From an optimization exercise on the open Yosys and OpenROAD flow, aimed at small area, a short achievable clock period and few clock cycles per item; shortcuts taken in it are not production practice. In this exercise RTL edits were held to simulation tests only and were not proved equivalent to the original. Power figures rest on the tool's default switching activity, not on a simulated workload.

// rpn_stack_calculator_top
module rpn_stack_calculator_top #(
    parameter int STACK_DEPTH = rsc_pkg::STACK_DEPTH_DEF
) (
    input  logic        i_clk,
    input  logic        i_rst_n,
    input  logic        i_in_valid,
    output logic        o_in_ready,
    input  logic [2:0]  i_req_type,
    input  logic [31:0] i_operand_value,
    output logic        o_out_valid,
    input  logic        i_out_ready,
    output logic [31:0] o_result_value,
    output logic [31:0] o_top_value,
    output logic [4:0]  o_stack_depth,
    output logic [2:0]  o_status
);
    localparam int MB = 8;           
    localparam int NI = 32 / MB;     
    localparam int W  = 32 + MB;     
    localparam logic [2:0] U_IDLE = 3'd0, U_MIT = 3'd1, U_MF1 = 3'd2, U_DIT = 3'd3, U_FIN = 3'd4;
    logic [31:0] r_t, r_s;
    logic [31:0] r_mem [14];
    logic [4:0]  r_d;
    logic        q_v, s_v;
    logic [2:0]  q_t, s_t;
    logic [31:0] q_op;
    logic        r_ov, r_ir;
    logic [2:0]  r_st;
    logic [31:0] r_res, r_ot;
    logic [4:0]  r_od;
  ...
clock: 10.0 ns
lec_check: 0
cap_margin: 20
core_margin: 2
core_utilization: 40
slew_margin: 20
standard.sh (not shown) runs the stock make flow with config.mk's settings and CLKGATE_MAP_FILE= SYNTH_SCRIPT=/design/flow/synth_recipe.tcl, a recipe that flattens the netlist after the stock synthesis.
==> flow/flow/run.sh <==
#!/bin/bash
set -euo pipefail
bash standard.sh SETUP_SLACK_MARGIN=6.5 finish > standard_flow.log 2>&1
The starting point produced a layout that fails on max-capacitance violations.
Testbench counts at the start, summed over its fixed seeds: cycles 16,440, items 4,000.
Edit:
==> flow/run.sh (new file) <==
#!/bin/bash
# synth_recipe.tcl (not shown) runs the flow's synth.tcl, then flattens the netlist and writes it again
# the make line also repeats each setting of config.mk as NAME=value (left out here)
make -C /OpenROAD-flow-scripts/flow DESIGN_CONFIG=/design/flow/config.mk WORK_HOME=/design/flow/orfs CLKGATE_MAP_FILE= SYNTH_SCRIPT=/design/flow/synth_recipe.tcl finish
Settings changed: SETUP_SLACK_MARGIN from default to 5.
removed: flow/flow/run.sh
removed: flow/standard.sh
With this change the flow completed and failed the layout checks on max-capacitance violations, max-slew violations.
Global-route usage goes down by 1.4 points.
Design area came out lower by 6.4%.
Routed wire length shrinks by 4.4%.
Synthesized cell count is unchanged.
Synthesized area does not change.
First-iteration DRC count goes up by 6.9%.
Setup slack loses 0.26 ns.

========
job 101:
rpn_stack_calculator_top, a different RTL version from the one above (not shown whole).
For scale: roughly 53000 um^2 of cells after synthesis.
make LEC_CHECK=0 CAP_MARGIN=35 CORE_MARGIN=2 CORE_UTILIZATION=40 CTS_BUF_LIST=sky130_fd_sc_hd__clkbuf_8 SETUP_SLACK_MARGIN=5 SLEW_MARGIN=35 finish   # period 10.0 ns
run.sh (not shown) runs the stock make flow with config.mk's settings and CLKGATE_MAP_FILE= SYNTH_SCRIPT=/design/flow/synth_recipe.tcl, a recipe that flattens the netlist after the stock synthesis.
Stock flow here: none of the scripts above is used.
Looking at the reports, job 101 completed the entire flow and the layout it produced met the timing, design-rule and antenna checks.
Testbench counts of job 101, summed over its fixed seeds: cycles 13,930, items 4,000.
## Diff of input files: job 102 against job 101
# job 101
export LEC_CHECK = 0
export CAP_MARGIN = 35
export CORE_MARGIN = 2
export CORE_UTILIZATION = 40
export CTS_BUF_LIST = sky130_fd_sc_hd__clkbuf_8
export SETUP_SLACK_MARGIN = 5
export SLEW_MARGIN = 35
create_clock -name core_clock -period 10.0 [get_ports {i_clk}]
# job 102
export LEC_CHECK = 0
export CAP_MARGIN = 35
export CORE_MARGIN = 2
export CORE_UTILIZATION = 60
export PLACE_DENSITY = 0.72
export SETUP_SLACK_MARGIN = 5
export SLEW_MARGIN = 35
create_clock -name core_clock -period 10.0 [get_ports {i_clk}]
==> comparison <==
Critical path depth in job 102 is 1 lower than in job 101. Compared with job 101, job 102 shows power after layout that has gone up by a few percent. The power per standard cell area in job 102 was higher than what job 101 gave. Compared with job 101, job 102 shows a fraction of area in multi-input gates that is 0.15 points higher. The faster design of the two is job 101; job 102 tops out lower. Density: job 102 denser than job 101. Taking job 101 as the reference, in job 102 met3 layer wire length in the routed design grew by 2800 um; routing usage on met2 saw an increase; final critical-path required period increased by 0.019 ns relative to the old numbers.

========
Another version of the RTL of rpn_stack_calculator_top (not shown whole).
Size: roughly 4900 cells after synthesis, roughly 680 flip-flops, about 110 I/O pins, about 50000 um2 of cells after synthesis.
// rpn_stack_calculator_top
module rpn_stack_calculator_top #(
    parameter int STACK_DEPTH = rsc_pkg::STACK_DEPTH_DEF
) (
    input  logic        i_clk,
    input  logic        i_rst_n,
    input  logic        i_in_valid,
    output logic        o_in_ready,
    input  logic [2:0]  i_req_type,
    input  logic [31:0] i_operand_value,
    output logic        o_out_valid,
    input  logic        i_out_ready,
    output logic [31:0] o_result_value,
    output logic [31:0] o_top_value,
    output logic [4:0]  o_stack_depth,
    output logic [2:0]  o_status
);
    localparam int MB = 8;           
    localparam int NI = 32 / MB;     
    localparam int W  = 32 + MB;     
    localparam logic [2:0] U_IDLE = 3'd0, U_MIT = 3'd1, U_MF1 = 3'd2, U_DIT = 3'd3, U_FIN = 3'd4;
    logic [31:0] r_t, r_s;
    logic [31:0] r_mem [14];
    logic [4:0]  r_d;
    logic [2:0]  r_st;
    logic        r_rf, r_ov, r_ir;
    logic        r_skv;
    logic [2:0]  r_skt;
    logic [2:0]  r_u;
    logic [31:0] r_a, r_b, r_cs, r_cc;
    logic        r_cin, r_sgn, r_sa, r_sat, r_pow;
    logic [15:0] r_pc;
    logic [3:0]  r_ic;
    logic        busy, take, out_free, go, to_skid;
    logic [2:0]  typ;
    logic [31:0] opnd;
    assign busy     = (r_u != U_IDLE);
    assign take     = i_in_valid & r_ir;
    assign out_free = ~r_ov | i_out_ready;
    assign go       = ~busy & out_free & (r_skv | take);
    assign to_skid  = take & ~go;
    assign typ      = r_skv ? r_skt : i_req_type;
    assign opnd     = r_skv ? r_a : i_operand_value;
    logic full, few, is_push, is_bin, is_add, is_sub, is_mul, is_div, is_pow;
    assign full    = r_d[4];
  ...
clock: 10.0 ns
lec_check: 0
cap_margin: 20
core_margin: 2
core_utilization: 40
setup_slack_margin: 5
slew_margin: 20
Testbench counts at the start, summed over its fixed seeds: cycles 16,432, items 4,000.
Then changed:
- SETUP_SLACK_MARGIN: 5 -> default
=> Worst setup slack degrades by 1600 ps; fmax shrinks by 24%; final cell count goes down by 2.5%; sequential share of layout area rises by 1.6 points.

========
rpn_stack_calculator_top, a different RTL version from the one above (not shown whole).
Size: roughly 720 flip-flops, ~110 I/O pins.
==> flow/config.mk <==
export PLATFORM = sky130hd
export DESIGN_NAME = rpn_stack_calculator_top
export DESIGN_NICKNAME = rpn_stack_calculator_top
export VERILOG_FILES = /design/flow/design.v
export SDC_FILE = /design/flow/constraint.sdc
export NUM_CORES = 4
export LEC_CHECK = 0
export ABC_AREA = 1
export CAP_MARGIN = 35
export CORE_MARGIN = 2
export CORE_UTILIZATION = 40
export SETUP_SLACK_MARGIN = 5
export SLEW_MARGIN = 35
==> flow/constraint.sdc <==
create_clock -name core_clock -period 10.0 [get_ports {i_clk}]
set_input_delay 2.0000 -clock core_clock [delete_from_list [all_inputs] [get_ports {i_clk}]]
set_output_delay 2.0000 -clock core_clock [all_outputs]
set_load 0.01 [all_outputs]
The baseline completed with no timing, DRC or antenna violations.
Testbench counts at the start, summed over its fixed seeds: cycles 13,930, items 4,000.
Next try:
Settings changed: ABC_AREA 1 to unset.
Register-to-register slack gets worse by 0.09 ns.
Design area drops by 2.5%.
Die area shrinks by 3.4%.
Synthesized cell count fell by 20%.
Via count goes down by 7.1%.
Non-clock buffer count is higher by 37.

==> static timing again, ports no longer ideal <==
The results above use ideal ports. As a check the final layouts listed here were re-extracted and re-timed, cells and wires unchanged.
Step 1 (the two cells are an assumption about what drives the block):
set clk [get_ports {i_clk}]
set_driving_cell -lib_cell sky130_fd_sc_hd__clkbuf_16 $clk
set_driving_cell -lib_cell sky130_fd_sc_hd__buf_2 [delete_from_list [all_inputs] $clk]
Step 2, shift: input delay + t, output delay - t, t = (earliest + latest rising clock arrival at the registers) / 2. This alone moves slack from input paths to output paths.
Slacks: no drivers / after step 1 / after step 2; pairs: no drivers / after step 1.
run | t, ns | setup WS [ns] | latest minus earliest clock arrival (ns) | worst data-port slew with drivers (ns)
the first run of note 1 | 0.788 | 5.012 / 5.012 / 5.012 | 0.056 / 0.056 | 0.04
the second run of note 1 | 0.791 | 4.749 / 4.749 / 4.724 | 0.070 / 0.070 | 0.07
job 101 | 0.881 | 5.026 / 5.026 / 4.399 | 0.045 / 0.045 | 0.05
job 102 | 0.741 | 5.008 / 5.008 / 4.355 | 0.034 / 0.034 | 0.05
the first run of note 3 | 0.744 | 4.786 / 4.786 / 4.398 | 0.059 / 0.059 | 0.13
the second run of note 3 | 0.746 | 3.169 / 3.169 / 3.169 | 0.040 / 0.041 | 0.17
the first run of note 4 | 0.770 | 5.167 / 5.167 / 4.655 | 0.051 / 0.050 | 0.28
the second run of note 4 | 0.740 | 5.080 / 5.080 / 4.509 | 0.046 / 0.046 | 0.15
For job 102, which loses most, drivers alone change the setup slack by 0.000 ns; drivers and shift together by -0.653 ns.
